What follows belongs to an exercise in optimizing a design on an open flow for small area, a short achievable clock period and few clock cycles per item; a production flow would make more cautious choices. At most, simulation tests tie the RTL to the original design; equivalence was not proved. For run 3, only the layout was checked, not whether the RTL still works. No activity file was given, so power comes from the tool's default toggle rates.

==> flow/design.v <==
`timescale 1ns / 1ps
package dgws_pkg;
   localparam int PHASE_FRAC_BITS  = 16;
   localparam int SINE_TABLE_DEPTH = 256;
   localparam int COUNT_BITS     = 17;
   localparam int DUTY_BITS      = 7;
   localparam int KIND_BITS      = 3;
   localparam int CODE_BITS      = 12;
   localparam int CSR_INDEX_BITS = 2;
   localparam int CSR_DATA_BITS  = 17;
   localparam int REQ_DATA_BITS  = 24;
   localparam int RSP_DATA_BITS  = 16;
   localparam int WINDOW_BITS = COUNT_BITS + DUTY_BITS;
   localparam int QUAD_REM_BITS   = PHASE_FRAC_BITS - 2;
   localparam int SINE_ENTRY_BITS = 11;
   localparam int SINE_IDX_BITS   = $clog2(SINE_TABLE_DEPTH + 1);
   localparam int SINE_ADDR_BITS  = $clog2(SINE_TABLE_DEPTH);
   localparam logic [CODE_BITS-1:0]     CODE_MAX     = 12'd4095;
   localparam logic [CODE_BITS-1:0]     SINE_MID     = 12'd2047;
   localparam logic [COUNT_BITS-1:0]    PERIOD_RESET = 17'd1000;
   localparam logic [DUTY_BITS-1:0]     DUTY_RESET   = 7'd50;
   localparam logic [63:0]              HALF_PI_Q30  = 64'd1686629713;
   typedef enum logic [KIND_BITS-1:0] {
      WAVE_SQUARE,
      WAVE_SINE,
      WAVE_TRIANGLE,
      WAVE_FLAT_TOP,
      WAVE_SAWTOOTH
   } wave_kind_type;
   typedef enum logic [CSR_INDEX_BITS-1:0] {
      CSR_PERIOD,
      CSR_DUTY,
      CSR_KIND
   } csr_index_type;
   typedef enum logic [1:0] {
      FLAT_RISE,
      FLAT_HOLD,
      FLAT_FALL
   } flat_seg_type;
   typedef struct packed {
      logic valid;
      logic win;
      logic sat;
   } item_tag_type;
   function automatic logic [SINE_ENTRY_BITS-1:0] sine_entry(input logic [SINE_ADDR_BITS-1:0] a);
      case (a)
         8'd0: sine_entry = 11'd13; 8'd1: sine_entry = 11'd25; 8'd2: sine_entry = 11'd38; 8'd3: sine_entry = 11'd50; 8'd4: sine_entry = 11'd63; 8'd5: sine_entry = 11'd75; 8'd6: sine_entry = 11'd88; 8'd7: sine_entry = 11'd100;
         8'd8: sine_entry = 11'd113; 8'd9: sine_entry = 11'd126; 8'd10: sine_entry = 11'd138; 8'd11: sine_entry = 11'd151; 8'd12: sine_entry = 11'd163; 8'd13: sine_entry = 11'd176; 8'd14: sine_entry = 11'd188; 8'd15: sine_entry = 11'd201;
         8'd16: sine_entry = 11'd213; 8'd17: sine_entry = 11'd226; 8'd18: sine_entry = 11'd238; 8'd19: sine_entry = 11'd251; 8'd20: sine_entry = 11'd263; 8'd21: sine_entry = 11'd275; 8'd22: sine_entry = 11'd288; 8'd23: sine_entry = 11'd300;
         8'd24: sine_entry = 11'd313; 8'd25: sine_entry = 11'd325; 8'd26: sine_entry = 11'd338; 8'd27: sine_entry = 11'd350; 8'd28: sine_entry = 11'd362; 8'd29: sine_entry = 11'd375; 8'd30: sine_entry = 11'd387; 8'd31: sine_entry = 11'd399;
         8'd32: sine_entry = 11'd412; 8'd33: sine_entry = 11'd424; 8'd34: sine_entry = 11'd436; 8'd35: sine_entry = 11'd449; 8'd36: sine_entry = 11'd461; 8'd37: sine_entry = 11'd473; 8'd38: sine_entry = 11'd485; 8'd39: sine_entry = 11'd497;
         8'd40: sine_entry = 11'd510; 8'd41: sine_entry = 11'd522; 8'd42: sine_entry = 11'd534; 8'd43: sine_entry = 11'd546; 8'd44: sine_entry = 11'd558; 8'd45: sine_entry = 11'd570; 8'd46: sine_entry = 11'd582; 8'd47: sine_entry = 11'd594;
         8'd48: sine_entry = 11'd606; 8'd49: sine_entry = 11'd618; 8'd50: sine_entry = 11'd630; 8'd51: sine_entry = 11'd642; 8'd52: sine_entry = 11'd654; 8'd53: sine_entry = 11'd666; 8'd54: sine_entry = 11'd678; 8'd55: sine_entry = 11'd690;
         8'd56: sine_entry = 11'd701; 8'd57: sine_entry = 11'd713; 8'd58: sine_entry = 11'd725; 8'd59: sine_entry = 11'd737; 8'd60: sine_entry = 11'd748; 8'd61: sine_entry = 11'd760; 8'd62: sine_entry = 11'd772; 8'd63: sine_entry = 11'd783;
         8'd64: sine_entry = 11'd795; 8'd65: sine_entry = 11'd807; 8'd66: sine_entry = 11'd818; 8'd67: sine_entry = 11'd830; 8'd68: sine_entry = 11'd841; 8'd69: sine_entry = 11'd852; 8'd70: sine_entry = 11'd864; 8'd71: sine_entry = 11'd875;
         8'd72: sine_entry = 11'd887; 8'd73: sine_entry = 11'd898; 8'd74: sine_entry = 11'd909; 8'd75: sine_entry = 11'd920; 8'd76: sine_entry = 11'd932; 8'd77: sine_entry = 11'd943; 8'd78: sine_entry = 11'd954; 8'd79: sine_entry = 11'd965;
         8'd80: sine_entry = 11'd976; 8'd81: sine_entry = 11'd987; 8'd82: sine_entry = 11'd998; 8'd83: sine_entry = 11'd1009; 8'd84: sine_entry = 11'd1020; 8'd85: sine_entry = 11'd1031; 8'd86: sine_entry = 11'd1042; 8'd87: sine_entry = 11'd1052;
         8'd88: sine_entry = 11'd1063; 8'd89: sine_entry = 11'd1074; 8'd90: sine_entry = 11'd1085; 8'd91: sine_entry = 11'd1095; 8'd92: sine_entry = 11'd1106; 8'd93: sine_entry = 11'd1116; 8'd94: sine_entry = 11'd1127; 8'd95: sine_entry = 11'd1137;
         8'd96: sine_entry = 11'd1148; 8'd97: sine_entry = 11'd1158; 8'd98: sine_entry = 11'd1168; 8'd99: sine_entry = 11'd1179; 8'd100: sine_entry = 11'd1189; 8'd101: sine_entry = 11'd1199; 8'd102: sine_entry = 11'd1209; 8'd103: sine_entry = 11'd1219;
         8'd104: sine_entry = 11'd1229; 8'd105: sine_entry = 11'd1239; 8'd106: sine_entry = 11'd1249; 8'd107: sine_entry = 11'd1259; 8'd108: sine_entry = 11'd1269; 8'd109: sine_entry = 11'd1279; 8'd110: sine_entry = 11'd1289; 8'd111: sine_entry = 11'd1299;
         8'd112: sine_entry = 11'd1308; 8'd113: sine_entry = 11'd1318; 8'd114: sine_entry = 11'd1328; 8'd115: sine_entry = 11'd1337; 8'd116: sine_entry = 11'd1347; 8'd117: sine_entry = 11'd1356; 8'd118: sine_entry = 11'd1365; 8'd119: sine_entry = 11'd1375;
         8'd120: sine_entry = 11'd1384; 8'd121: sine_entry = 11'd1393; 8'd122: sine_entry = 11'd1402; 8'd123: sine_entry = 11'd1411; 8'd124: sine_entry = 11'd1421; 8'd125: sine_entry = 11'd1430; 8'd126: sine_entry = 11'd1439; 8'd127: sine_entry = 11'd1447;
         8'd128: sine_entry = 11'd1456; 8'd129: sine_entry = 11'd1465; 8'd130: sine_entry = 11'd1474; 8'd131: sine_entry = 11'd1483; 8'd132: sine_entry = 11'd1491; 8'd133: sine_entry = 11'd1500; 8'd134: sine_entry = 11'd1508; 8'd135: sine_entry = 11'd1517;
         8'd136: sine_entry = 11'd1525; 8'd137: sine_entry = 11'd1533; 8'd138: sine_entry = 11'd1542; 8'd139: sine_entry = 11'd1550; 8'd140: sine_entry = 11'd1558; 8'd141: sine_entry = 11'd1566; 8'd142: sine_entry = 11'd1574; 8'd143: sine_entry = 11'd1582;
         8'd144: sine_entry = 11'd1590; 8'd145: sine_entry = 11'd1598; 8'd146: sine_entry = 11'd1606; 8'd147: sine_entry = 11'd1614; 8'd148: sine_entry = 11'd1621; 8'd149: sine_entry = 11'd1629; 8'd150: sine_entry = 11'd1637; 8'd151: sine_entry = 11'd1644;
         8'd152: sine_entry = 11'd1652; 8'd153: sine_entry = 11'd1659; 8'd154: sine_entry = 11'd1666; 8'd155: sine_entry = 11'd1674; 8'd156: sine_entry = 11'd1681; 8'd157: sine_entry = 11'd1688; 8'd158: sine_entry = 11'd1695; 8'd159: sine_entry = 11'd1702;
         8'd160: sine_entry = 11'd1709; 8'd161: sine_entry = 11'd1716; 8'd162: sine_entry = 11'd1723; 8'd163: sine_entry = 11'd1729; 8'd164: sine_entry = 11'd1736; 8'd165: sine_entry = 11'd1743; 8'd166: sine_entry = 11'd1749; 8'd167: sine_entry = 11'd1756;
         8'd168: sine_entry = 11'd1762; 8'd169: sine_entry = 11'd1769; 8'd170: sine_entry = 11'd1775; 8'd171: sine_entry = 11'd1781; 8'd172: sine_entry = 11'd1787; 8'd173: sine_entry = 11'd1793; 8'd174: sine_entry = 11'd1799; 8'd175: sine_entry = 11'd1805;
         8'd176: sine_entry = 11'd1811; 8'd177: sine_entry = 11'd1817; 8'd178: sine_entry = 11'd1823; 8'd179: sine_entry = 11'd1828; 8'd180: sine_entry = 11'd1834; 8'd181: sine_entry = 11'd1840; 8'd182: sine_entry = 11'd1845; 8'd183: sine_entry = 11'd1850;
         8'd184: sine_entry = 11'd1856; 8'd185: sine_entry = 11'd1861; 8'd186: sine_entry = 11'd1866; 8'd187: sine_entry = 11'd1871; 8'd188: sine_entry = 11'd1876; 8'd189: sine_entry = 11'd1881; 8'd190: sine_entry = 11'd1886; 8'd191: sine_entry = 11'd1891;
         8'd192: sine_entry = 11'd1896; 8'd193: sine_entry = 11'd1901; 8'd194: sine_entry = 11'd1905; 8'd195: sine_entry = 11'd1910; 8'd196: sine_entry = 11'd1914; 8'd197: sine_entry = 11'd1919; 8'd198: sine_entry = 11'd1923; 8'd199: sine_entry = 11'd1927;
         8'd200: sine_entry = 11'd1932; 8'd201: sine_entry = 11'd1936; 8'd202: sine_entry = 11'd1940; 8'd203: sine_entry = 11'd1944; 8'd204: sine_entry = 11'd1948; 8'd205: sine_entry = 11'd1951; 8'd206: sine_entry = 11'd1955; 8'd207: sine_entry = 11'd1959;
         8'd208: sine_entry = 11'd1962; 8'd209: sine_entry = 11'd1966; 8'd210: sine_entry = 11'd1969; 8'd211: sine_entry = 11'd1973; 8'd212: sine_entry = 11'd1976; 8'd213: sine_entry = 11'd1979; 8'd214: sine_entry = 11'd1983; 8'd215: sine_entry = 11'd1986;
         8'd216: sine_entry = 11'd1989; 8'd217: sine_entry = 11'd1992; 8'd218: sine_entry = 11'd1994; 8'd219: sine_entry = 11'd1997; 8'd220: sine_entry = 11'd2000; 8'd221: sine_entry = 11'd2003; 8'd222: sine_entry = 11'd2005; 8'd223: sine_entry = 11'd2008;
         8'd224: sine_entry = 11'd2010; 8'd225: sine_entry = 11'd2012; 8'd226: sine_entry = 11'd2015; 8'd227: sine_entry = 11'd2017; 8'd228: sine_entry = 11'd2019; 8'd229: sine_entry = 11'd2021; 8'd230: sine_entry = 11'd2023; 8'd231: sine_entry = 11'd2025;
         8'd232: sine_entry = 11'd2027; 8'd233: sine_entry = 11'd2028; 8'd234: sine_entry = 11'd2030; 8'd235: sine_entry = 11'd2032; 8'd236: sine_entry = 11'd2033; 8'd237: sine_entry = 11'd2035; 8'd238: sine_entry = 11'd2036; 8'd239: sine_entry = 11'd2037;
         8'd240: sine_entry = 11'd2038; 8'd241: sine_entry = 11'd2039; 8'd242: sine_entry = 11'd2040; 8'd243: sine_entry = 11'd2041; 8'd244: sine_entry = 11'd2042; 8'd245: sine_entry = 11'd2043; 8'd246: sine_entry = 11'd2044; 8'd247: sine_entry = 11'd2045;
         8'd248: sine_entry = 11'd2045; 8'd249: sine_entry = 11'd2046; 8'd250: sine_entry = 11'd2046; 8'd251: sine_entry = 11'd2046; 8'd252: sine_entry = 11'd2047; 8'd253: sine_entry = 11'd2047; 8'd254: sine_entry = 11'd2047; 8'd255: sine_entry = 11'd2047;
         default: sine_entry = '0;
      endcase
   endfunction
endpackage
`timescale 1ns / 1ps
module dgws_div_step (
   input  logic [16:0] rem,       
   input  logic [16:0] npe,       
   output logic [16:0] rem_out,
   output logic        q
);
   localparam int N = 18;
   logic [N-1:0] a, b, g, p;
   logic [N-1:0] gl [0:5];
   logic [N-1:0] pl [0:5];
   logic [N-1:0] sum;
   always_comb begin
      a = {rem, 1'b0};
      b = {1'b1, npe};
      g = a & b;
      p = a ^ b;
      gl[0]    = g;
      gl[0][0] = g[0] | p[0];
      pl[0]    = p;
      for (int l = 0; l < 5; l++) begin
         for (int i = 0; i < N; i++) begin
            if (((i >> l) & 1) == 1) begin
               gl[l+1][i] = gl[l][i] | (pl[l][i] & gl[l][((i >> l) << l) - 1]);
               pl[l+1][i] = pl[l][i] & pl[l][((i >> l) << l) - 1];
            end else begin
               gl[l+1][i] = gl[l][i];
               pl[l+1][i] = pl[l][i];
            end
         end
      end
      sum     = p ^ {gl[5][N-2:0], 1'b1};
      q       = gl[5][N-1];
      rem_out = q ? sum[16:0] : a[16:0];
   end
endmodule
`timescale 1ns / 1ps
module dgws_shape_a (
   input  logic [15:0] ph,
   input  logic [2:0]  kind,
   output logic [16:0] f,         
   output logic        flat_fall,
   output logic        hold_max   
);
   logic [18:0] p5;
   logic [16:0] two_t;
   logic [7:0]  idx;
   logic        z;
   logic [7:0]  addr;
   logic [10:0] mag;
   always_comb begin
      p5    = {3'b000, ph} + {1'b0, ph, 2'b00};
      two_t = ph[15] ? 17'(18'h20000 - {1'b0, ph, 1'b0}) : {ph, 1'b0};
      idx   = ph[13:6];
      z     = !ph[14] && (idx == 8'd0);
      addr  = ph[14] ? ~idx : (idx - 8'd1);
      mag   = z ? 11'd0 : dgws_pkg::sine_entry(addr);
      flat_fall = 1'b0;
      hold_max  = 1'b0;
      case (kind)
         3'd1: f = {5'b0, ph[15], mag};
         3'd2: f = two_t;
         3'd3: begin
            f         = {1'b0, p5[15:0]};
            flat_fall = p5[18];
            hold_max  = !p5[18] && (p5[17:16] != 2'b00);
         end
         3'd4: f = {1'b0, ph};
         default: begin
            f        = {1'b0, ph};
            hold_max = 1'b1;
         end
      endcase
   end
endmodule
module dgws_shape_b (
   input  logic [16:0] f,
   input  logic        flat_fall,
   input  logic        hold_max,
   input  logic        win,
   input  logic [2:0]  kind,
   output logic [11:0] code
);
   logic [28:0] prod;
   logic [11:0] y;
   logic [11:0] sine_code;
   logic [11:0] shape;
   always_comb begin
      prod      = {f, 12'b0} - {12'b0, f};
      y         = prod[27:16];
      sine_code = f[11] ? {1'b0, ~f[10:0]} : (12'd2047 + {1'b0, f[10:0]});
      if (kind == 3'd1)        shape = sine_code;
      else if (kind[2:1] == 2'b11 || kind == 3'd5) shape = 12'd0;
      else if (hold_max)       shape = 12'd4095;
      else if (flat_fall)      shape = ~y;
      else                     shape = y;
      code = win ? shape : 12'd0;
   end
endmodule
`timescale 1ns / 1ps
module duty_gated_waveform_sample (
   input  logic                                   clock,
   input  logic                                   reset,
   input  logic                                   req_tvalid,
   output logic                                   req_tready,
   input  logic [dgws_pkg::REQ_DATA_BITS-1:0]     req_tdata,   
   output logic                                   rsp_tvalid,
   input  logic                                   rsp_tready,
   output logic [dgws_pkg::RSP_DATA_BITS-1:0]     rsp_tdata,   
   output logic                                   rsp_tuser,   
   input  logic                                   csr_we,
   input  logic [dgws_pkg::CSR_INDEX_BITS-1:0]    csr_index,
   input  logic [dgws_pkg::CSR_DATA_BITS-1:0]     csr_wdata
);
   localparam int NS = 16;   
   logic [16:0] pe_ff;
   logic [16:0] npe_ff;     
   logic [6:0]  duty_ff;
   logic [2:0]  kind_ff;
   logic        wr_pe, wr_duty;
   assign wr_pe   = csr_we && (csr_index == 2'd0);
   assign wr_duty = csr_we && (csr_index == 2'd1);
   always_ff @(posedge clock) begin
      if (reset) begin
         pe_ff   <= 17'd1000;
         npe_ff  <= ~17'd1000;
         duty_ff <= 7'd50;
         kind_ff <= 3'd0;
      end else begin
         if (wr_pe)   pe_ff   <= (csr_wdata == 17'd0) ? 17'd1 : csr_wdata;
         if (wr_pe)   npe_ff  <= (csr_wdata == 17'd0) ? ~17'd1 : ~csr_wdata;
         if (wr_duty) duty_ff <= csr_wdata[6:0];
         if (csr_we && csr_index == 2'd2) kind_ff <= csr_wdata[2:0];
      end
   end
   logic [4:0]  thr_cnt;
   logic [17:0] thr_ff;
   logic [6:0]  thr_rem;
   logic [1:0]  thr_dig_ff;
   logic        thr_bit_ff;
   logic [31:0] thr_pad;
   logic [8:0]  thr_t;
   logic [9:0]  thr_m1, thr_m2, thr_m3;
   logic [1:0]  thr_dig;
   logic [6:0]  thr_rem_in;
   always_comb begin
      thr_pad = {15'd0, pe_ff};
      thr_t   = {1'b0, thr_rem, 1'b0} + (thr_bit_ff ? {2'b00, duty_ff} : 9'd0);
      thr_m1  = {1'b0, thr_t} - 10'd100;
      thr_m2  = {1'b0, thr_t} - 10'd200;
      thr_m3  = {1'b0, thr_t} - 10'd300;
      if (!thr_m3[9])      begin thr_dig = 2'd3; thr_rem_in = thr_m3[6:0]; end
      else if (!thr_m2[9]) begin thr_dig = 2'd2; thr_rem_in = thr_m2[6:0]; end
      else if (!thr_m1[9]) begin thr_dig = 2'd1; thr_rem_in = thr_m1[6:0]; end
      else                 begin thr_dig = 2'd0; thr_rem_in = thr_t[6:0];  end
   end
   always_ff @(posedge clock) begin
      if (reset) begin
         thr_cnt    <= 5'd0;
         thr_ff     <= 18'd500;
         thr_rem    <= 7'd0;
         thr_dig_ff <= 2'd0;
         thr_bit_ff <= 1'b0;
      end else if (wr_pe || wr_duty) begin
         thr_cnt    <= 5'd19;
         thr_ff     <= 18'd0;
         thr_rem    <= 7'd0;
         thr_dig_ff <= 2'd0;
         thr_bit_ff <= 1'b0;
      end else if (thr_cnt != 5'd0) begin
         thr_cnt    <= thr_cnt - 5'd1;
         thr_ff     <= {thr_ff[16:0], 1'b0} + {16'd0, thr_dig_ff};
         thr_rem    <= thr_rem_in;
         thr_dig_ff <= (thr_cnt == 5'd1) ? 2'd0 : thr_dig;
         thr_bit_ff <= (thr_cnt >= 5'd3) && thr_pad[5'(thr_cnt - 5'd3)];
      end
   end
   logic adv;
   logic rdy_ff;
   logic accept;
   logic out_v, sk_v;
   logic [12:0] out_d, sk_d;
   assign adv        = !sk_v;
   assign req_tready = rdy_ff;
   assign accept     = req_tvalid && rdy_ff && !reset;
   logic        v0, w0;
   logic [16:0] c0;
   logic [16:0] cin;
   assign cin = req_tdata[16:0];
   always_ff @(posedge clock) begin
      if (reset)    v0 <= 1'b0;
      else if (adv) v0 <= accept;
   end
   always_ff @(posedge clock) begin
      if (adv) begin
         c0 <= (cin >= pe_ff) ? pe_ff : cin;
         w0 <= ({1'b0, cin} <= thr_ff);
      end
   end
   logic [NS:1]         dv, dw;
   logic [NS-1:1][16:0] drem;
   logic [NS:1][15:0]   dq;
   for (genvar k = 1; k <= NS; k++) begin : g_div
      logic [16:0] rin, rout;
      logic        qb;
      logic [15:0] qin;
      logic        vin, win_in;
      if (k == 1) begin : g_first
         assign rin    = c0;
         assign qin    = 16'd0;
         assign vin    = v0;
         assign win_in = w0;
      end else begin : g_next
         assign rin    = drem[k-1];
         assign qin    = dq[k-1];
         assign vin    = dv[k-1];
         assign win_in = dw[k-1];
      end
      dgws_div_step u_step (.rem(rin), .npe((k <= NS/2) ? ~pe_ff : npe_ff), .rem_out(rout), .q(qb));
      always_ff @(posedge clock) begin
         if (reset)    dv[k] <= 1'b0;
         else if (adv) dv[k] <= vin;
      end
      always_ff @(posedge clock) begin
         if (adv) begin
            dw[k] <= win_in;
            dq[k] <= {qin[14:0], qb};
            if (k < NS) drem[k] <= rout;
         end
      end
   end
   logic [16:0] sa_f;
   logic        sa_fall, sa_max;
   logic [16:0] sf_f;
   logic        sf_fall, sf_max, sf_w, sf_v;
   dgws_shape_a u_sa (.ph(dq[NS]), .kind(kind_ff), .f(sa_f), .flat_fall(sa_fall), .hold_max(sa_max));
   always_ff @(posedge clock) begin
      if (reset)    sf_v <= 1'b0;
      else if (adv) sf_v <= dv[NS];
   end
   always_ff @(posedge clock) begin
      if (adv) begin
         sf_f    <= sa_f;
         sf_fall <= sa_fall;
         sf_max  <= sa_max;
         sf_w    <= dw[NS];
      end
   end
   logic [11:0] sb_code;
   dgws_shape_b u_sb (.f(sf_f), .flat_fall(sf_fall), .hold_max(sf_max), .win(sf_w),
                      .kind(kind_ff), .code(sb_code));
   logic take;
   logic out_load;
   assign take     = out_v && rsp_tready;
   assign out_load = !out_v || rsp_tready;
   always_ff @(posedge clock) begin
      if (reset) begin
         out_v  <= 1'b0;
         sk_v   <= 1'b0;
         rdy_ff <= 1'b1;
      end else begin
         if (sk_v) begin
            if (out_load) begin
               out_v <= 1'b1;
               sk_v  <= 1'b0;
            end
         end else if (out_load) begin
            out_v <= sf_v;
         end else begin
            sk_v <= sf_v;
         end
         rdy_ff <= (sk_v ? out_load : (out_load || !sf_v)) &&
                   !(wr_pe || wr_duty) && (thr_cnt <= 5'd1);
      end
   end
   always_ff @(posedge clock) begin
      if (out_load) out_d <= sk_v ? sk_d : {sf_w, sb_code};
      if (!sk_v)    sk_d  <= {sf_w, sb_code};
   end
   assign rsp_tvalid = out_v;
   assign rsp_tdata  = {4'b0000, out_d[11:0]};
   assign rsp_tuser  = out_d[12];
endmodule
==> flow/run.sh <==
#!/bin/bash
# synth_recipe.tcl (not shown) runs the flow's synth.tcl, then flattens the netlist and writes it again
# the make line also repeats each setting of config.mk as NAME=value (left out here)
make -C /OpenROAD-flow-scripts/flow DESIGN_CONFIG=/design/flow/config.mk WORK_HOME=/design/flow/orfs CLKGATE_MAP_FILE= SYNTH_SCRIPT=/design/flow/synth_recipe.tcl finish
==> flow/config.mk <==
export PLATFORM = sky130hd
export DESIGN_NAME = duty_gated_waveform_sample
export DESIGN_NICKNAME = duty_gated_waveform_sample
export VERILOG_FILES = /design/flow/design.v
export SDC_FILE = /design/flow/constraint.sdc
export NUM_CORES = 4
export LEC_CHECK = 0
export CAP_MARGIN = 20
export CORE_MARGIN = 2
export CORE_UTILIZATION = 50
export SETUP_SLACK_MARGIN = 3.9
export SLEW_MARGIN = 20
==> flow/constraint.sdc <==
create_clock -name core_clock -period 7.0 [get_ports {clock}]
set_input_delay 1.4000 -clock core_clock [delete_from_list [all_inputs] [get_ports {clock}]]
set_output_delay 1.4000 -clock core_clock [all_outputs]
set_load 0.01 [all_outputs]
==> impl_metrics.csv, run 1 <==
group,metric,value,unit
finish,antenna_cells,0,
drt,drt_iter0_drc,2064,
setup_path,cpMaxStageDelayCell,"or4_4",
synth,yosysTopAreaCell,"edfxtp_1",
drt,via_per_inst,6.08,
floorplanning,initial_core_util,0.502,
synth,synth-main-ff-cell,"edfxtp_1",
drt,drtPass1Iterations,6,
finish,drive_gt1_frac,0.246,
cts,tritoncts,"built",
drt,vias,29789,
sta,worst_slack,3.53,ns
global_route,grt_pass1_wl,168000,um
hold_path,hold_depth,0,
setup_path,slowest_delay,0.55,ns
cts,clk_pin_slew,0.06,ns
synth,syn_area,37200,sq um
placement,globalplace.congestion,0.914,
power,seq_power_share,0.269,
sta,rsz0062_at_grt,"true",
setup_path,cp_max_fo,8,
cts,clock-sinks,569,
synth,avgSynthCellArea,10.6,sq um
power,power.total,23.6,mW
job,maxCapViolCount,0,
cts,clk-insertion-delay-late,0.60,ns
drt,ant_nets,0,
power,p_int,14.3,mW
setup_path,critPathRequiredTime,7.35,ns
sta,tightest_slew,1.27,ns
drt,wirelength,109000,um
setup_path,r2r_cells,12,
sta,timing.fmax,0.288,GHz
setup_path,ff2ff_setup_slack,3.53,ns
global_route,grt_max_degree,200,
drt,wl_per_cell,22.3,um
finish,nNetsFinal,4313,
setup_path,worst_setup_path_end_kind,"flop",
sta,whs,0.413,ns
global_route,overflow,0,
placement,port_buffers,55,
cts,holdBufCountCts,0,
synth,yosysTopAreaCellShare,0.370,
floorplanning,rows,100,
power,peakVddDrop,265,uV
synth,ys_warn_count,6,
global_route,grt_usage,0.275,
setup_path,cp_data_arrival_time,3.82,ns
synth,synth_seq_cells,569,
power,leakage,18.5,nW
global_route,use_met1,0.353,
cts,cts_max_path_buffers,3,
cts,cts.htree.levels,3,
floorplanning,core,74100,sq um
setup_path,timing.critical_path.mode_cell,"buf_12",
floorplanning,dieArea,76600,sq um
floorplanning,fp.dieW,277,um
status,status,"finished clean",
placement,hpwl,68600,um
sta,finalClockSkew,0.0247,ns
setup_path,r2r-end,"drem[114]$_DFFE_PN_",
global_route,antenna_found_initial,0,
drt,drcViolationCount,0,
setup_path,crit_chain,"clkinvlp_4, buf_12, buf_6, ha_4, or4_4, o2111ai_4, a21boi_2, a311o_1, a211o_1, a21oi_4, buf_12, mux2_1",
synth,synth_seq_area_share,0.430,
global_route,grt_util_met3,0.0389,
power,comb_power_share,0.587,
setup_path,crit-reg2reg-launch,"pe_ff[7]$_SDFFE_PP1P_",
power,power_switching,9.36,mW
sta,finalMaxSlewViolations,0,
synth,postSynthCellCount,3501,
global_route,grt_use_met2,0.475,
finish,finish.utilization,0.634,
sta,setup_viol,0,
global_route,grt.busiest_layer,"met2",
synth,synth-edff-count,458,
setup_path,start_kind,"flop",
sta,min_period,3.47,ns
power,pwr-share-clk,0.145,
sta,final_hold_viol_count,0,
synth,ys_async_sr_fraction,0,
sta,relSlewSlack,0.132,
floorplanning,die_height,277,um
hold_path,hold_path_class,"flop to flop",
power,power_density,504,nW/um^2
synth,synth_area_leaders,"edfxtp_1, ha_1, dfxtp_1, a21oi_1, xnor2_1",
hold_path,hold_end,"dw[15]$_DFFE_PN_",
cts,cts-root-buf,"clkbuf_16",
sta,fin_setup_tns,0,ns
hold_path,hp-start,"dw[14]$_DFFE_PN_",
cts,cts_inserted_buffers,67,
global_route,grt_pass1_vias,29891,
setup_path,worstSetupPathType,"flop to flop",
finish,nFillCells,5774,
power,switching_share,0.396,
placement,pre_cts_slack,2.22,ns
synth,synth_cell_types,91,
sta,fin_crit_sh,0.496,
finish,synthToLayoutAreaGrowth,26.2,%
floorplanning,ioPinCount,67,
kinds of logic (layout without fill, tap and decap cells):
logic type / after synthesis / in the layout / synth area share
flip-flops: 569 / 569 / 0.430
other: 1 / 4 / 0.000101
AND/OR/NAND/NOR: 920 / 920 / 0.116
buffers and inverters: 285 / 699 / 0.0317
AO/OA/AOI/OAI: 908 / 918 / 0.164
adder cells (fa/ha/maj): 390 / 390 / 0.144
multiplexers: 213 / 213 / 0.0645
XOR/XNOR: 215 / 215 / 0.0506
synthesized netlist by cell type, types with 12 or more instances:
master    count
edfxtp_1    458
ha_1        328
nor2_1      310
a21oi_1     281
nand2_1     220
o21ai_0     161
xnor2_1     159
inv_1       145
mux2_2      120
dfxtp_1     111
clkbuf_1     93
nor3_1       76
nand3_1      70
mux2i_1      64
fa_1         62
xor2_1       56
nand2b_1     55
a21o_1       49
o211ai_1     45
a211oi_1     42
o21a_1       41
nor2b_1      38
a31oi_1      28
or3_1        26
and3_1       20
and2_1       18
mux2_1       18
nor4_1       18
or2_2        18
a211o_1      16
buf_1        16
a22oi_1      15
buf_2        14
o211a_1      13
o22ai_1      13
o31ai_1      13
a311oi_1     12
o221ai_1     12
o31a_1       12
through the flow:
| stage | std cells | cell area, sq um |
|---|---|---|
| 6_report | 4897 | 46900 |
| 5_1_grt | 4897 | 46900 |
| 4_1_cts | 4810 | 45300 |
| 3_5_place_dp | 4433 | 39200 |
| 3_3_place_gp | 4433 | 39200 |
| 2_1_floorplan | 3504 | 37700 |
power by group through the flow:
| stage | sequential [mW] | combinational, mW | clock (mW) |
|---|---|---|---|
| 2_1_floorplan | 6.07 | 7.90 | 0 |
| 3_3_place_gp | 6.37 | 9.76 | 0 |
| 3_5_place_dp | 6.42 | 10.1 | 0 |
| 4_1_cts | 6.35 | 12.5 | 3.49 |
| 5_1_grt | 6.51 | 15.0 | 3.62 |
| 6_report | 6.35 | 13.9 | 3.42 |
worst max path at each step:
stage / start / end / cells past startpoint
floorplan: sk_v$_SDFF_PP0_ / out_d[9]$_DFFE_PN_ / 8
global placement: req_tdata[1] / c0[10]$_DFFE_PN_ / 10
detailed placement: req_tdata[1] / c0[7]$_DFFE_PN_ / 10
CTS: pe_ff[7]$_SDFFE_PP1P_ / drem[114]$_DFFE_PN_ / 12
global route: pe_ff[7]$_SDFFE_PP1P_ / drem[114]$_DFFE_PN_ / 12
finish: pe_ff[7]$_SDFFE_PP1P_ / drem[114]$_DFFE_PN_ / 12
state kept, by name, indices dropped and copies added (netlist names), 2 cells and up:
signal      cells
c0             17
dq            136
drem          255
duty_ff         7
dv             16
dw             16
kind_ff         3
npe_ff         17
out_d          13
pe_ff          17
sf_f           17
sk_d           13
thr_cnt         5
thr_dig_ff      2
thr_ff         18
thr_rem         7
cell type report:
class / instances / area [sq um] / area share
repair buffers: 429 / 4430 / 0.0943
inverters: 147 / 614 / 0.0131
multi-input cells: 2660 / 22500 / 0.480
flip-flops and latches: 569 / 16000 / 0.342
clock buffers: 91 / 1830 / 0.0390
well taps: 969 / 1210 / 0.0258
clock inverters: 31 / 290 / 0.00619
repair inverters: 1 / 5.00 / 0.000107
layer usage:
| layer | part of all wire | up-vias |
|---|---|---|
| li1 | - | 13903 |
| met3 | 0.057 | 247 |
| met4 | 0.037 | 0 |
| met1 | 0.42 | 14685 |
| met5 | 0 | - |
| met2 | 0.49 | 954 |
placed cells by master (no fill, tap or decap), types with 20 or more instances in the layout:
master,instances
edfxtp_1,458
nor2_1,287
ha_1,285
a21oi_1,251
buf_4,228
nand2_1,206
xnor2_1,156
o21ai_0,132
mux2_4,127
inv_1,122
dfxtp_1,93
buf_6,88
clkbuf_16,73
nor3_1,68
nand3_1,68
mux2i_1,61
xor2_1,53
fa_1,53
nand2b_1,52
a21o_1,49
o211ai_1,45
o21a_1,40
clkdlybuf4s50_1,39
ha_4,34
buf_12,33
a211oi_1,31
nor2b_1,28
a31oi_1,26
a21oi_2,24
or3_1,21
clkbuf_1,21
and3_1,20
critical path: cells and delay by family, from the launching register on:
family,cells,cell delay (ns)
AND/OR/NAND/NOR,1,0.55
adder cells (fa/ha/maj),1,0.14
buffers and inverters,4,0.57
multiplexers,1,0.32
flip-flops,1,0.38
AO/OA/AOI/OAI,5,1.22
repair_timing:
| item | in CTS | in global routing |
|---|---|---|
| resized for setup | 390 | 233 |
| setup endpoints to repair | 324 | 613 |
| cloned | 20 | 6 |
| pin swaps | 90 | 105 |
| buffers inserted | 235 | 81 |
Testbench counts, summed over its fixed seeds: cycles 20,928, items 19,200.
==> run 2, diff against run 1 <==
--- a/flow/design.v
+++ b/flow/design.v
@@ -89,29 +89,9 @@
 );
-   localparam int N = 18;
-   logic [N-1:0] a, b, g, p;
-   logic [N-1:0] gl [0:5];
-   logic [N-1:0] pl [0:5];
-   logic [N-1:0] sum;
+   logic [17:0] s;
+   logic [18:0] d;
    always_comb begin
-      a = {rem, 1'b0};
-      b = {1'b1, npe};
-      g = a & b;
-      p = a ^ b;
-      gl[0]    = g;
-      gl[0][0] = g[0] | p[0];
-      pl[0]    = p;
-      for (int l = 0; l < 5; l++) begin
-         for (int i = 0; i < N; i++) begin
-            if (((i >> l) & 1) == 1) begin
-               gl[l+1][i] = gl[l][i] | (pl[l][i] & gl[l][((i >> l) << l) - 1]);
-               pl[l+1][i] = pl[l][i] & pl[l][((i >> l) << l) - 1];
-            end else begin
-               gl[l+1][i] = gl[l][i];
-               pl[l+1][i] = pl[l][i];
-            end
-         end
-      end
-      sum     = p ^ {gl[5][N-2:0], 1'b1};
-      q       = gl[5][N-1];
-      rem_out = q ? sum[16:0] : a[16:0];
+      s       = {rem, 1'b0};
+      d       = {1'b0, s} - {2'b00, ~npe};
+      q       = !d[18];
+      rem_out = q ? d[16:0] : s[16:0];
    end
==> run 2 against run 1 <==
Net effect:
- fmax is 8.6% higher
- clock power increased by 2%
- non-clock buffer count down 39
- clock skew increased by 0.00055 ns
==> impl_metrics.csv, run 2 <==
group,metric,value,unit
finish,final_cells,5293,
floorplanning,rows,101,
synth,avgSynthCellArea,9.95,sq um
power,power_density,503,nW/um^2
synth,postSynthCellCount,3885,
synth,synth_cell_types,99,
synth,synth-main-ff-cell,"edfxtp_1",
finish,finish.utilization,0.632,
floorplanning,fp.dieW,282,um
synth,syn_area,38700,sq um
placement,placed_area,40200,sq um
global_route,grt_max_degree,196,
drt,drtPass1Iterations,9,
finish,drive_gt1_frac,0.229,
placement,globalplace.congestion,0.963,
floorplanning,die_height,282,um
drt,m1WireLength,45300,um
synth,synth_seq_cells,569,
setup_path,cp_num_buf_inv,3,
global_route,grt_pass1_wl,161000,um
sta,finalClockSkew,0.0253,ns
setup_path,worstSetupPathType,"flop to flop",
sta,timing.fmax,0.313,GHz
synth,yosysTopAreaCellShare,0.356,
job,maxCapViolCount,0,
cts,cts_max_path_buffers,3,
setup_path,cp_max_fo,7,
setup_path,crit_path_start,"npe_ff[1]$_SDFFE_PP1P_",
finish,antenna_cells,0,
finish,largest_reg_flops,255,
global_route,antenna_found_initial,1,
finish,synthToLayoutAreaGrowth,24.6,%
placement,hpwl,66600,um
drt,vias,31653,
cts,tritoncts,"built",
hold_path,hold_path_class,"flop to flop",
finish,largest_registers,"drem (255), dq (136), thr_ff (18)",
synth,synth-edff-count,458,
setup_path,r2r-end,"drem[225]$_DFFE_PN_",
cts,cts-root-buf,"clkbuf_16",
cts,clk-insertion-delay-late,0.62,ns
setup_path,ff2ff_setup_slack,3.80,ns
floorplanning,ioPinCount,67,
status,status,"finished clean",
cts,cts_inserted_buffers,68,
cts,cts.htree.levels,3,
synth,yosysTopAreaCell,"edfxtp_1",
sta,fin_crit_sh,0.457,
setup_path,critPathRequiredTime,7.35,ns
setup_path,start_kind,"flop",
finish,final_area,48200,sq um
drt,drcViolationCount,0,
sta,setup_viol,0,
placement,dpl.cell_count,4851,
sta,finalMaxSlewViolations,0,
setup_path,worst_setup_path_end_kind,"flop",
finish,mostFrequentLayoutCells,"edfxtp_1, nor2_1, a21oi_1",
floorplanning,core,76200,sq um
drt,wirelength,107000,um
setup_path,r2r_cells,12,
sta,final_hold_viol_count,0,
power,peakVddDrop,256,uV
hold_path,hold_depth,0,
global_route,grt_usage,0.254,
setup_path,cp.depth,12,
sta,tightest_slew,0.974,ns
setup_path,critical_path.top_delay_family,"compound AO/OA/AOI/OAI gates",
drt,ant_nets,0,
placement,pre_cts_slack,2.56,ns
drt,met3_wirelength,6360,um
drt,drt_iter0_drc,2440,
setup_path,slowest_delay,0.37,ns
setup_path,cpMaxStageDelayCell,"dfxtp_4",
drt,topRoutingLayerUsed,"met5",
sta,relSlewSlack,0.345,
setup_path,crit-reg2reg-launch,"npe_ff[1]$_SDFFE_PP1P_",
placement,port_buffers,55,
setup_path,crit_chain,"clkinvlp_4, buf_6, fa_2, nor2b_1, o21a_1, o21ai_2, a21o_1, a211oi_4, nor2_4, a31oi_4, buf_12, mux2_4",
power,leakage,18.9,nW
floorplanning,dieArea,79600,sq um
global_route,grt_pass1_vias,29673,
sta,min_period,3.20,ns
floorplanning,initial_core_util,0.507,
hold_path,hp-start,"dq[168]$_DFFE_PN_",
drt,wl_per_cell,20.2,um
sta,rsz0062_at_grt,"true",
synth,synth_seq_area_share,0.413,
cts,clock-sinks,569,
power,power.total,24.3,mW
finish,final_common_cell,"edfxtp_1",
finish,nNetsFinal,4617,
global_route,overflow,0,
synth,synth_area_leaders,"edfxtp_1, ha_1, dfxtp_1, a21oi_1, xnor2_1",
synth,synth_common_cells,"edfxtp_1, nor2_1, a21oi_1",
sta,worst_slack,3.80,ns
synth,ys_warn_count,4,
drt,wl_met2,50500,um
setup_path,cp_data_arrival_time,3.55,ns
drt,via_per_inst,5.98,
setup_path,crit_path_end,"drem[225]$_DFFE_PN_",
synth,yosysMostFrequentCell,"edfxtp_1",
finish,nFillCells,6202,
finish,regMostFlops,"drem",
synth,ys_async_sr_fraction,0,
cts,clk_pin_slew,0.06,ns
[run 2: cell types whose count changed after synthesis, sizes merged, moves of 23 or more]
cell | previous run | this run
nor2 | 311 | 397
a21oi | 289 | 359
o21ai | 165 | 229
fa | 62 | 17
buf | 45 | 81
xnor2 | 159 | 191
nor3 | 76 | 107
mux2i | 64 | 41
[run 2: layer usage]
metal / vias up / track usage
li1: 15295 / -
met1: 15037 / 0.330
met2: 997 / 0.419
met3: 322 / 0.0422
met4: 2 / 0.111
met5: - / 0
[run 2: through the flow]
| step | hold WS (ns) | setup TNS, ns |
|---|---|---|
| floorplan | 0.400 | -237.64 |
| global placement | 0.400 | 0 |
| detailed placement | 0.405 | 0 |
| CTS | 0.399 | 0 |
| global route | 0.413 | 0 |
| finish | 0.399 | 0 |
[run 2: how the worst min path moves through the flow]
stage,to,slack [ns]
after floorplan,dq[100]$_DFFE_PN_,0.40
after global placement,dw[13]$_DFFE_PN_,0.40
after detailed placement,dq[182]$_DFFE_PN_,0.40
after CTS,dq[251]$_DFFE_PN_,0.40
after global routing,dq[251]$_DFFE_PN_,0.41
final,dq[185]$_DFFE_PN_,0.40
[run 2: area by class of cell]
type	count	area, sq um	share of cell area
sequential	569	16000	0.333
timing repair buffer	390	4040	0.0838
clock inverter	36	380	0.00789
multi-input combinational	3053	24100	0.499
inverter	129	579	0.0120
clock buffer	86	1800	0.0373
tap	1030	1290	0.0267
[run 2: where the power goes]
group,internal (mW),total [mW],switching (mW)
sequential,5.55,6.37,0.821
combinational,6.95,14.4,7.43
clock,2.03,3.49,1.46
[run 2: what timing repair did]
action	in CTS	in global routing
hold buffers	0	0
endpoints found under the setup margin	320	292
setup buffers	137	151
gates cloned	16	15
gates resized for setup	296	372
pin swaps	72	163
[run 2: kinds of logic after synthesis]
| family | synth area share |
|---|---|
| flip-flops | 0.413 |
| buffers and inverters | 0.0310 |
| adder cells (fa/ha/maj) | 0.119 |
| AO/OA/AOI/OAI | 0.187 |
| AND/OR/NAND/NOR | 0.137 |
| other | 0.0000970 |
| XOR/XNOR | 0.0580 |
| multiplexers | 0.0541 |
Testbench counts of run 2, summed over its fixed seeds: cycles 20,928, items 19,200.
==> run 3, diff against run 2 <==
--- a/flow/design.v
+++ b/flow/design.v
@@ -85,3 +85,3 @@
    input  logic [16:0] rem,       
-   input  logic [16:0] npe,       
+   input  logic [16:0] pe,        
    output logic [16:0] rem_out,
@@ -93,3 +93,3 @@
       s       = {rem, 1'b0};
-      d       = {1'b0, s} - {2'b00, ~npe};
+      d       = {1'b0, s} - {2'b00, pe};
       q       = !d[18];
@@ -178,3 +178,2 @@
    logic [16:0] pe_ff;
-   logic [16:0] npe_ff;     
    logic [6:0]  duty_ff;
@@ -187,3 +186,2 @@
          pe_ff   <= 17'd1000;
-         npe_ff  <= ~17'd1000;
          duty_ff <= 7'd50;
@@ -192,3 +190,2 @@
          if (wr_pe)   pe_ff   <= (csr_wdata == 17'd0) ? 17'd1 : csr_wdata;
-         if (wr_pe)   npe_ff  <= (csr_wdata == 17'd0) ? ~17'd1 : ~csr_wdata;
          if (wr_duty) duty_ff <= csr_wdata[6:0];
@@ -280,3 +277,3 @@
       end
-      dgws_div_step u_step (.rem(rin), .npe((k <= NS/2) ? ~pe_ff : npe_ff), .rem_out(rout), .q(qb));
+      dgws_div_step u_step (.rem(rin), .pe(pe_ff), .rem_out(rout), .q(qb));
       always_ff @(posedge clock) begin
--- a/flow/config.mk
+++ b/flow/config.mk
@@ -10,3 +10,3 @@
 export CORE_UTILIZATION = 50
-export SETUP_SLACK_MARGIN = 3.9
+export SETUP_SLACK_MARGIN = 3.8
 export SLEW_MARGIN = 20
==> run 3 against run 2 <==
Net effect:
- clock skew up 0.0040 ns
- area after synthesis about the same
- critical path depth up 2
- synthesized cell count down 2.8%
- cell area up 0.13%
- still clean on timing, DRC and antenna
- critical endpoint is now drem[243]$_DFFE_PN_
- total power up 1.6%
- via count up 0.68%
- global-route usage up 2.8 points
- largest cell class unchanged
- worst setup slack worse by 0.16 ns
- highest routed layer is now met4
- core utilization down 0.64 points
==> impl_metrics.csv, run 3 <==
group,metric,value,unit
cts,clk_pin_slew,0.06,ns
drt,drt_iter0_drc,2651,
setup_path,cpMaxStageDelayCell,"dfxtp_4",
status,status,"finished clean",
cts,holdBufCountCts,0,
sta,timing.fmax,0.298,GHz
global_route,grt_max_degree,164,
cts,tritoncts,"built",
global_route,grt_util_met3,0.0336,
placement,hpwl,74300,um
sta,whs,0.407,ns
hold_path,hp-start,"dw[3]$_DFFE_PN_",
finish,mostFrequentLayoutCells,"edfxtp_1, nor2_1, ha_1",
hold_path,hold_path_class,"flop to flop",
synth,synth_common_cells,"edfxtp_1, nor2_1, ha_1",
sta,finalMaxSlewViolations,0,
global_route,grt_use_met2,0.479,
sta,rsz0062_at_grt,"true",
global_route,antenna_found_initial,0,
power,power_density,510,nW/um^2
setup_path,cp_num_buf_inv,4,
floorplanning,die_height,282,um
global_route,grt_pass1_wl,175000,um
synth,synth_area_leaders,"edfxtp_1, ha_1, mux2_2, xnor2_1, dfxtp_1",
cts,cts-root-buf,"clkbuf_16",
drt,wirelength,117000,um
finish,register_area,15700,sq um
global_route,grt_usage,0.282,
finish,nNetsFinal,4524,
finish,final_common_cell,"edfxtp_1",
cts,clk-insertion-delay-late,0.61,ns
setup_path,r2r_cells,14,
global_route,overflow,0,
sta,setup_viol,0,
setup_path,worst_setup_path_end_kind,"flop",
hold_path,hold_depth,0,
drt,ant_nets,0,
sta,finalClockSkew,0.0293,ns
synth,synth-main-ff-cell,"edfxtp_1",
synth,avgSynthCellArea,10.2,sq um
global_route,grt_pass1_vias,31267,
sta,worst_slack,3.64,ns
drt,drcViolationCount,0,
finish,largest_reg_flops,255,
finish,final_cells,5207,
finish,antenna_cells,0,
floorplanning,ioPinCount,67,
synth,ys_async_sr_fraction,0,
cts,cts_max_path_buffers,3,
setup_path,cp_data_arrival_time,3.70,ns
setup_path,r2r-end,"drem[243]$_DFFE_PN_",
setup_path,slowest_delay,0.38,ns
finish,final_area,48300,sq um
floorplanning,fp.dieW,282,um
sta,final_hold_viol_count,0,
sta,tightest_slew,1.08,ns
placement,pre_cts_slack,2.20,ns
finish,regMostFlops,"drem",
drt,via_per_inst,6.12,
finish,drive_gt1_frac,0.246,
sta,relSlewSlack,0.274,
global_route,use_met1,0.351,
drt,vias,31869,
synth,yosysMostFrequentCell,"edfxtp_1",
cts,cts.htree.levels,3,
placement,dpl.cell_count,4781,
synth,ys_warn_count,4,
drt,wl_per_cell,22.5,um
global_route,grt.busiest_layer,"met2",
power,leakage,18.7,nW
drt,drtPass1Iterations,9,
synth,synth_cell_types,95,
setup_path,crit_chain,"clkinvlp_4, buf_12, buf_4, buf_8, ha_4, nor2b_4, o21ai_2, a21oi_2, o41ai_4, nor4b_2, o21a_1, o31ai_4, and2_4, mux2_4",
finish,nFillCells,6206,
floorplanning,dieArea,79600,sq um
synth,synth-edff-count,458,
cts,clock-sinks,552,
placement,port_buffers,55,
cts,cts_inserted_buffers,67,
placement,placed_area,41200,sq um
setup_path,start_kind,"flop",
hold_path,hold_end,"dw[4]$_DFFE_PN_",
finish,largest_registers,"drem (255), dq (136), thr_ff (18)",
setup_path,critPathRequiredTime,7.35,ns
setup_path,critical_path.top_delay_family,"compound AO/OA/AOI/OAI gates",
synth,yosysTopAreaCell,"edfxtp_1",
setup_path,ff2ff_setup_slack,3.64,ns
floorplanning,core,77100,sq um
floorplanning,rows,102,
synth,synth_seq_area_share,0.404,
synth,postSynthCellCount,3777,
sta,fin_crit_sh,0.480,
power,peakVddDrop,284,uV
job,maxCapViolCount,0,
synth,yosysTopAreaCellShare,0.355,
synth,synth_seq_cells,552,
finish,synthToLayoutAreaGrowth,24.7,%
sta,min_period,3.36,ns
setup_path,cp_max_fo,7,
finish,multi_input_comb_area,24600,sq um
setup_path,worstSetupPathType,"flop to flop",
floorplanning,initial_core_util,0.502,
setup_path,crit-reg2reg-launch,"pe_ff[2]$_SDFFE_PP0P_",
placement,globalplace.congestion,0.902,
synth,syn_area,38700,sq um
-- run 3: cell count changes in the layout (fill, tap and decap cells not counted), moves of 17 or more --
cell	previous run	this run
o21bai_1	10	29
a21oi_2	20	37
o41ai_4	2	19
or3_1	28	11
nor2_1	364	324
a21oi_1	332	237
o21ai_1	21	57
xnor2_1	188	215
mux2_4	96	151
nand2_1	224	189
nand3_1	81	111
o21a_1	53	114
nand2b_1	61	34
-- run 3: area by class of cell --
type | instances | area share
Timing Repair Buffer | 399 | 0.0858
Clock buffer | 86 | 0.0371
Sequential cell | 552 | 0.325
Tap cell | 1040 | 0.0270
Clock inverter | 32 | 0.00547
Multi-Input combinational cell | 2971 | 0.509
Timing Repair inverter | 1 | 0.000104
Inverter | 126 | 0.0106
-- run 3: repair_timing --
item / in CTS / in global routing
buffers inserted: 172 / 106
cloned: 17 / 13
pin swaps: 70 / 134
endpoints found under the setup margin: 307 / 612
gates resized for setup: 249 / 303
-- run 3: worst reg2reg max path, cell delays in order (launching register included) --
cell,delay (ns)
dfxtp_4,0.38
clkinvlp_4,0.10
buf_12,0.16
buf_4,0.14
buf_8,0.12
ha_4,0.21
nor2b_4,0.12
o21ai_2,0.14
a21oi_2,0.10
o41ai_4,0.34
nor4b_2,0.12
o21a_1,0.25
o31ai_4,0.29
and2_4,0.31
mux2_4,0.32
-- run 3: cell families (layout without fill, tap and decap cells) --
group                    after synthesis  in the layout  synth area share
XOR/XNOR                             275            275            0.0622
AO/OA/AOI/OAI                       1087           1090             0.190
multiplexers                         220            220            0.0644
flip-flops                           552            552             0.404
adder cells (fa/ha/maj)              358            358             0.119
AND/OR/NAND/NOR                     1016           1024             0.128
other                                  1              4         0.0000969
buffers and inverters                268            644            0.0319
-- run 3: how the worst max path moves through the flow --
stage                     startpoint                  end  slack [ns]  cells past startpoint
2_1_floorplan        sk_v$_SDFF_PP0_      c0[0]$_DFFE_PN_       -0.54                      2
3_3_place_gp   pe_ff[2]$_SDFFE_PP0P_  drem[182]$_DFFE_PN_        2.28                     11
3_5_place_dp   pe_ff[2]$_SDFFE_PP0P_  drem[182]$_DFFE_PN_        2.20                     11
4_1_cts        pe_ff[2]$_SDFFE_PP0P_  drem[246]$_DFFE_PN_        3.66                     13
5_1_grt        pe_ff[2]$_SDFFE_PP0P_   drem[82]$_DFFE_PN_        3.57                     13
6_report       pe_ff[2]$_SDFFE_PP0P_  drem[243]$_DFFE_PN_        3.64                     14
-- run 3: per-stage QoR --
| stage | TNS (ns) | utilization | total power, mW |
|---|---|---|---|
| final | 0 | 0.626 | 24.6 |
| after global routing | 0 | 0.626 | 26.1 |
| after CTS | 0 | 0.596 | 23.1 |
| after detailed placement | 0 | 0.534 | 18.2 |
| after global placement | 0 | 0.534 | 17.8 |
| after floorplan | -245.04 | - | 15.5 |
-- run 3: power breakdown --
group          switching (mW)  leakage, nW  internal [mW]  total, mW
clock                    1.39         1.00           1.92       3.32
sequential              0.887         5.48           5.41       6.30
combinational            7.64         12.2           7.37       15.0
-- run 3: layer usage --
layer / share of wire / routed length, um / vias up
li1: - / - / 14941
met1: 0.41 / 47900 / 15517
met2: 0.49 / 56900 / 1043
met3: 0.051 / 5930 / 368
met4: 0.055 / 6470 / 0
met5: 0 / 0 / -
==> run 4, diff against run 3 <==
--- a/flow/design.v
+++ b/flow/design.v
@@ -85,3 +85,3 @@
    input  logic [16:0] rem,       
-   input  logic [16:0] pe,        
+   input  logic [16:0] npe,       
    output logic [16:0] rem_out,
@@ -93,3 +93,3 @@
       s       = {rem, 1'b0};
-      d       = {1'b0, s} - {2'b00, pe};
+      d       = {1'b0, s} - {2'b00, ~npe};
       q       = !d[18];
@@ -178,2 +178,3 @@
    logic [16:0] pe_ff;
+   logic [3:0][16:0] npe_cp;
    logic [6:0]  duty_ff;
@@ -194,2 +195,5 @@
    end
+   always_ff @(posedge clock) begin
+      npe_cp <= {npe_cp[2:0], ~pe_ff};
+   end
    logic [4:0]  thr_cnt;
@@ -197,4 +201,4 @@
    logic [6:0]  thr_rem;
-   logic [1:0]  thr_dig_ff;
    logic        thr_bit_ff;
+   logic [16:0] pe_new;
    logic [31:0] thr_pad;
@@ -205,2 +209,3 @@
    always_comb begin
+      pe_new  = wr_pe ? ((csr_wdata == 17'd0) ? 17'd1 : csr_wdata) : pe_ff;
       thr_pad = {15'd0, pe_ff};
@@ -220,16 +225,13 @@
          thr_rem    <= 7'd0;
-         thr_dig_ff <= 2'd0;
          thr_bit_ff <= 1'b0;
       end else if (wr_pe || wr_duty) begin
-         thr_cnt    <= 5'd19;
+         thr_cnt    <= 5'd17;
          thr_ff     <= 18'd0;
          thr_rem    <= 7'd0;
-         thr_dig_ff <= 2'd0;
-         thr_bit_ff <= 1'b0;
+         thr_bit_ff <= pe_new[16];
       end else if (thr_cnt != 5'd0) begin
          thr_cnt    <= thr_cnt - 5'd1;
-         thr_ff     <= {thr_ff[16:0], 1'b0} + {16'd0, thr_dig_ff};
+         thr_ff     <= {thr_ff[16:0], 1'b0} + {16'd0, thr_dig};
          thr_rem    <= thr_rem_in;
-         thr_dig_ff <= (thr_cnt == 5'd1) ? 2'd0 : thr_dig;
-         thr_bit_ff <= (thr_cnt >= 5'd3) && thr_pad[5'(thr_cnt - 5'd3)];
+         thr_bit_ff <= (thr_cnt >= 5'd2) && thr_pad[5'(thr_cnt - 5'd2)];
       end
@@ -277,3 +279,3 @@
       end
-      dgws_div_step u_step (.rem(rin), .pe(pe_ff), .rem_out(rout), .q(qb));
+      dgws_div_step u_step (.rem(rin), .npe(npe_cp[(k-1)/4]), .rem_out(rout), .q(qb));
       always_ff @(posedge clock) begin
--- a/flow/config.mk
+++ b/flow/config.mk
@@ -9,4 +9,5 @@
 export CORE_MARGIN = 2
-export CORE_UTILIZATION = 50
-export SETUP_SLACK_MARGIN = 3.8
+export CORE_UTILIZATION = 65
+export CTS_BUF_LIST = sky130_fd_sc_hd__clkbuf_8
+export SETUP_SLACK_MARGIN = 3.9
 export SLEW_MARGIN = 20
==> run 4 against run 3 <==
Net effect:
- critical path depth up 1
- worst setup slack gained 0.12 ns
- non-clock buffer count down 181
- total power is 3.9% lower
- synthesized cell count increased by 6.0%
- final cell count fell by 1.5%
- flip-flop and latch count grew 66
- count of clock-buffer cells in the layout is 29 higher
- core utilization rose by 13 points
==> impl_metrics.csv, run 4 <==
group,metric,value,unit
floorplanning,rows,91,
synth,synth_seq_cells,618,
synth,ys_warn_count,4,
drt,drt_iter0_drc,3048,
drt,drtPass1Iterations,8,
setup_path,crit-reg2reg-launch,"thr_bit_ff$_SDFFE_PP0P_",
hold_path,hp-start,"dw[6]$_DFFE_PN_",
synth,yosysMostFrequentCell,"edfxtp_1",
drt,wirelength,108000,um
cts,holdBufCountCts,0,
finish,register_area,17000,sq um
setup_path,cp_max_fo,8,
floorplanning,die_height,254,um
sta,relSlewSlack,0.280,
synth,synth_cell_types,94,
cts,clock-sinks,618,
setup_path,start_kind,"flop",
global_route,grt_pass1_wl,165000,um
synth,synth-main-ff-cell,"edfxtp_1",
sta,setup_viol,0,
status,status,"finished clean",
sta,worst_slack,3.76,ns
floorplanning,core,61800,sq um
cts,clk-insertion-delay-late,0.73,ns
finish,nFillCells,3975,
finish,mostFrequentLayoutCells,"edfxtp_1, ha_1, nand2_1",
sta,final_hold_viol_count,0,
finish,regMostFlops,"drem",
global_route,antenna_found_initial,2,
setup_path,worstSetupPathType,"flop to flop",
synth,avgSynthCellArea,10.2,sq um
finish,drive_gt1_frac,0.182,
synth,synth-edff-count,458,
sta,finalMaxSlewViolations,0,
finish,largest_reg_flops,255,
placement,hpwl,71900,um
power,peakVddDrop,326,uV
job,maxCapViolCount,0,
sta,tightest_slew,1.08,ns
floorplanning,dieArea,64600,sq um
floorplanning,fp.dieW,254,um
synth,synth_seq_area_share,0.417,
cts,clk_pin_slew,0.07,ns
cts,tritoncts,"built",
sta,whs,0.402,ns
drt,ant_nets,0,
placement,pre_cts_slack,2.65,ns
global_route,grt_pass1_vias,33145,
synth,yosysTopAreaCell,"edfxtp_1",
drt,drcViolationCount,0,
setup_path,r2r_cells,15,
floorplanning,ioPinCount,67,
sta,finalClockSkew,0.0535,ns
power,leakage,18.6,nW
finish,largest_registers,"drem (255), dq (136), npe_cp (68)",
finish,final_common_cell,"edfxtp_1",
sta,fin_crit_sh,0.462,
global_route,grt_usage,0.315,
sta,rsz0062_at_grt,"true",
cts,cts_max_path_buffers,3,
hold_path,hold_path_class,"flop to flop",
global_route,grt_max_degree,158,
power,power_density,507,nW/um^2
cts,cts-root-buf,"clkbuf_8",
sta,min_period,3.24,ns
setup_path,crit_path_start,"thr_bit_ff$_SDFFE_PP0P_",
drt,vias,33646,
placement,globalplace.congestion,0.942,
cts,cts_inserted_buffers,100,
hold_path,hold_depth,0,
setup_path,cp_data_arrival_time,3.81,ns
finish,synthToLayoutAreaGrowth,14.9,%
sta,timing.fmax,0.309,GHz
synth,synth_common_cells,"edfxtp_1, ha_1, nand2_1",
setup_path,worst_setup_path_end_kind,"flop",
synth,synth_area_leaders,"edfxtp_1, ha_1, dfxtp_1, mux2_2, xnor2_1",
cts,cts.htree.levels,3,
global_route,overflow,0,
setup_path,critPathRequiredTime,7.57,ns
finish,nNetsFinal,4615,
synth,yosysTopAreaCellShare,0.338,
finish,multi_input_comb_area,23700,sq um
synth,ys_async_sr_fraction,0,
drt,via_per_inst,6.56,
placement,port_buffers,55,
drt,wl_per_cell,21.1,um
synth,syn_area,40700,sq um
floorplanning,initial_core_util,0.658,
synth,postSynthCellCount,4003,
run 4: stage by stage:
step | cells | power [mW] | util | area, sq um | TNS, ns
5_1_grt | 5129 | 25.1 | 0.756 | 46800 | 0
4_1_cts | 5024 | 22.4 | 0.732 | 45200 | 0
3_3_place_gp | 4787 | 17.8 | 0.680 | 42100 | 0
2_1_floorplan | 4006 | 15.6 | - | 40900 | -245.05
6_report | 5129 | 23.7 | 0.756 | 46800 | 0
3_5_place_dp | 4787 | 18.4 | 0.680 | 42100 | 0
run 4: per-layer routing:
metal	vias up	track usage	routed length (um)
li1	15623	-	-
met1	16150	0.373	42000
met2	1469	0.563	54300
met3	404	0.0457	6530
met4	0	0.150	5430
met5	-	0	0
run 4: power breakdown:
part | switching [mW] | internal (mW)
clock | 1.51 | 1.85
combinational | 7.51 | 6.15
sequential | 0.827 | 5.84
run 4: critical path, cell delays in order, from the launching register on:
cell,delay [ns]
dfxtp_4,0.37
and2_4,0.14
ha_4,0.16
fa_2,0.37
a211oi_4,0.25
buf_4,0.18
o211a_1,0.20
or3_4,0.17
a31oi_4,0.09
inv_2,0.13
ha_4,0.17
ha_4,0.17
and3_4,0.24
nand4_1,0.12
xnor2_1,0.23
a211oi_2,0.09
run 4: layout make-up:
cell class / count / share of cell area
multi-input cells: 3080 / 0.507
flip-flops and latches: 618 / 0.363
repair buffers: 218 / 0.0445
clock buffers: 115 / 0.0339
well taps: 837 / 0.0224
inverters: 182 / 0.0155
clock inverters: 74 / 0.0124
repair inverters: 3 / 0.000401
diodes: 2 / 0.000107
run 4: path summary, 6_finish.rpt:
check	endpoint	slack, ns
min reg2reg	dw[7]$_DFFE_PN_	0.40
max reg2reg	thr_ff[17]$_SDFFE_PP0N_	3.76
min	dw[7]$_DFFE_PN_	0.40
max	thr_ff[17]$_SDFFE_PP0N_	3.76
run 4: timing repair:
action | 4_1_cts | 5_1_grt
endpoints found under the setup margin | 304 | 261
setup buffers | 43 | 91
gates cloned | 5 | 12
resized for setup | 152 | 166
hold endpoints to repair | 0 | 0
pin swaps | 32 | 71
run 4: cells by family (layout without fill, tap and decap cells):
family	Yosys count	after routing	synth area share
xor+xnor	234	234	0.0506
buf+inv	317	592	0.0312
compound gates	1024	1025	0.169
simple gates	1171	1179	0.142
mux	273	273	0.0750
other cells	1	6	0.0000922
fa+ha+maj	365	365	0.115
flops	618	618	0.417
Testbench counts of run 4, summed over its fixed seeds: cycles 20,832, items 19,200.
==> run 5, diff against run 4 <==
--- a/flow/config.mk
+++ b/flow/config.mk
@@ -13 +13,2 @@
 export SLEW_MARGIN = 20
+export TNS_END_PERCENT = 20
==> run 5 against run 4 <==
Net effect:
- non-clock buffer count fell by 37
- combinational power fell by 4%
- routed wire length fell by 3.3%
- fmax fell by 0.26%
- synthesized cell count did not move
- worst setup slack got worse by 0.0084 ns
- still clean
- via count fell by 0.48%
- global-route usage fell by 0.065 points
==> impl_metrics.csv, run 5 <==
group,metric,value,unit
status,status,"finished clean",
power,power_density,504,nW/um^2
drt,drtPass1Iterations,8,
setup_path,start_kind,"flop",
drt,drcViolationCount,0,
cts,cts_inserted_buffers,100,
cts,cts_max_path_buffers,3,
finish,multi_input_comb_area,23300,sq um
drt,drt_iter0_drc,3099,
drt,vias,33486,
floorplanning,initial_core_util,0.658,
sta,finalMaxSlewViolations,0,
placement,hpwl,71800,um
cts,clock-sinks,618,
finish,synthToLayoutAreaGrowth,12.9,%
global_route,antenna_found_initial,1,
power,peakVddDrop,424,uV
setup_path,cp_max_fo,9,
placement,dpl.cell_count,4789,
drt,wirelength,105000,um
drt,ant_nets,0,
placement,port_buffers,55,
floorplanning,die_height,254,um
finish,largest_reg_flops,255,
floorplanning,ioPinCount,67,
finish,finish.utilization,0.743,
finish,mostFrequentLayoutCells,"edfxtp_1, ha_1, nand2_1",
synth,postSynthCellCount,4003,
floorplanning,dieArea,64600,sq um
floorplanning,fp.dieW,254,um
setup_path,crit-reg2reg-launch,"thr_bit_ff$_SDFFE_PP0P_",
hold_path,hold_depth,0,
sta,worst_slack,3.76,ns
hold_path,hp-start,"dw[7]$_DFFE_PN_",
sta,relSlewSlack,0.313,
synth,synth_seq_cells,618,
setup_path,critPathRequiredTime,7.59,ns
synth,yosysTopAreaCell,"edfxtp_1",
synth,avgSynthCellArea,10.2,sq um
placement,globalplace.congestion,0.951,
sta,rsz0062_at_grt,"true",
finish,final_cells,5087,
setup_path,worstSetupPathType,"flop to flop",
global_route,grt_pass1_wl,166000,um
synth,synth-main-ff-cell,"edfxtp_1",
sta,min_period,3.24,ns
sta,tightest_slew,1.03,ns
global_route,grt_max_degree,135,
sta,fin_crit_sh,0.463,
synth,synth_area_leaders,"edfxtp_1, ha_1, dfxtp_1, mux2_2, xnor2_1",
synth,synth_common_cells,"edfxtp_1, ha_1, nand2_1",
synth,ys_warn_count,4,
global_route,overflow,0,
setup_path,cp_data_arrival_time,3.84,ns
cts,tritoncts,"built",
finish,largest_registers,"drem (255), dq (136), npe_cp (68)",
drt,wl_per_cell,20.6,um
finish,final_common_cell,"edfxtp_1",
synth,synth_cell_types,94,
setup_path,r2r-end,"thr_ff[17]$_SDFFE_PP0N_",
setup_path,ff2ff_setup_slack,3.76,ns
finish,nNetsFinal,4574,
cts,cts.htree.levels,3,
synth,ys_async_sr_fraction,0,
cts,cts-root-buf,"clkbuf_8",
sta,fin_setup_tns,0,ns
cts,clk-insertion-delay-late,0.74,ns
synth,synth-edff-count,458,
setup_path,worst_setup_path_end_kind,"flop",
sta,setup_viol,0,
job,maxCapViolCount,0,
global_route,grt_usage,0.314,
sta,final_hold_viol_count,0,
cts,holdBufCountCts,0,
finish,regMostFlops,"drem",
hold_path,hold_path_class,"flop to flop",
placement,pre_cts_slack,2.47,ns
cts,clk_pin_slew,0.06,ns
power,leakage,18.2,nW
synth,synth_seq_area_share,0.417,
hold_path,hold_end,"dw[8]$_DFFE_PN_",
sta,finalClockSkew,0.0590,ns
finish,nFillCells,4106,
synth,syn_area,40700,sq um
finish,register_area,17000,sq um
synth,yosysMostFrequentCell,"edfxtp_1",
global_route,grt_pass1_vias,33275,
synth,yosysTopAreaCellShare,0.338,
finish,drive_gt1_frac,0.166,
drt,via_per_inst,6.58,
sta,whs,0.404,ns
floorplanning,rows,91,
setup_path,r2r_cells,13,
floorplanning,core,61800,sq um
sta,timing.fmax,0.308,GHz
==> run 5: cell count changes in the layout (fill, tap and decap cells not counted), sizes merged <==
cell           delta
buf              -30
clkbuf            -8
nand2             -3
clkdlybuf4s50     +2
dlymetal6s2s      -2
a21oi             -1
bufbuf            -1
bufinv            +1
clkinv            +1
clkinvlp          -1
diode             -1
dlygate4sd2       +1
inv               -1
or2               +1
==> run 5: cells by family (layout without fill, tap and decap cells) <==
| family | Yosys count | after routing | share of synthesized area |
|---|---|---|---|
| compound gates | 1024 | 1024 | 0.169 |
| xor+xnor | 234 | 234 | 0.0506 |
| fa+ha+maj | 365 | 365 | 0.115 |
| buf+inv | 317 | 554 | 0.0312 |
| flops | 618 | 618 | 0.417 |
| mux | 273 | 273 | 0.0750 |
| other cells | 1 | 5 | 0.0000922 |
| simple gates | 1171 | 1177 | 0.142 |
==> run 5: worst max-delay path, stage by stage (launching register included) <==
cell and delay, ns:
dfxtp_4 0.37, and2_1 0.18, ha_2 0.42, or3b_2 0.47
o211ai_1 0.19, or3_4 0.23, a31oi_4 0.11, inv_2 0.13
ha_4 0.17, ha_4 0.18, and3_4 0.23, nand4_1 0.10
xnor2_1 0.22, a211oi_2 0.09
==> run 5: layout make-up <==
type,instances,area share
well taps,837,0.0228
repair buffers,181,0.0360
multi-input cells,3077,0.507
diodes,1,0.0000545
flip-flops and latches,618,0.370
repair inverters,2,0.000272
inverters,182,0.0155
clock buffers,114,0.0342
clock inverters,75,0.0139
==> run 5: stage by stage <==
| stage | instance area (sq um) | power (mW) |
|---|---|---|
| 2_1_floorplan | 40700 | 15.5 |
| 3_3_place_gp | 42000 | 17.8 |
| 3_5_place_dp | 42000 | 18.3 |
| 4_1_cts | 45100 | 22.4 |
| 5_1_grt | 45900 | 24.6 |
| 6_report | 45900 | 23.1 |
==> run 5: how the worst max path moves through the flow <==
stage | to | slack [ns] | from
global route | thr_ff[17]$_SDFFE_PP0N_ | 3.63 | thr_bit_ff$_SDFFE_PP0P_
global placement | c0[5]$_DFFE_PN_ | 2.51 | req_tdata[1]
finish | thr_ff[17]$_SDFFE_PP0N_ | 3.76 | thr_bit_ff$_SDFFE_PP0P_
detailed placement | c0[5]$_DFFE_PN_ | 2.47 | req_tdata[1]
CTS | thr_rem[6]$_SDFFE_PP0N_ | 3.82 | thr_bit_ff$_SDFFE_PP0P_
floorplan | out_d[11]$_DFFE_PN_ | -0.65 | sk_v$_SDFF_PP0_
==> run 5: timing repair <==
action                     CTS  global route
buffers inserted            47            53
pin swaps                   35            48
gates resized for setup    144            89
cloned                       2             6
setup endpoints to repair  306           270
==> run 5: report_power, final <==
group	internal [mW]	switching [mW]	leakage, nW	total, mW
registers	5.84	0.816	6.01	6.65
clock network	1.89	1.53	1.25	3.42
logic	5.82	7.26	11.0	13.1
total	13.5	9.60	18.2	23.1
==> run 5: layer usage <==
layer  GRT usage  vias up  wire length [um]
met4       0.158        0              4960
li1            -    15529                 -
met3      0.0389      370              6100
met5           0        -                 0
met2       0.563     1441             52700
met1       0.372    16146             40900

[what the ideal ports hide]
The flow's constraints put no driver on any port. The routed layouts listed below were extracted and timed again, unchanged, in two steps.
Step 1 assumes that a clkbuf_16 drives the clock port and a buf_2 every other input.
Step 2, shift: input delay + t, output delay - t, t = (earliest + latest rising clock arrival at the registers) / 2. This alone moves slack from input paths to output paths.
Three values: ideal, step 1, step 2; two values: the first two.
run	shift t [ns]	setup slack, ns
run 1	0.655	3.529 / 3.529 / 3.329
run 2	0.674	3.803 / 3.803 / 3.203
run 3	0.668	3.643 / 3.643 / 3.176
run 4	0.766	3.764 / 3.764 / 3.144
run 5	0.781	3.756 / 3.756 / 3.111
After both steps setup and hold are still met in every run listed.
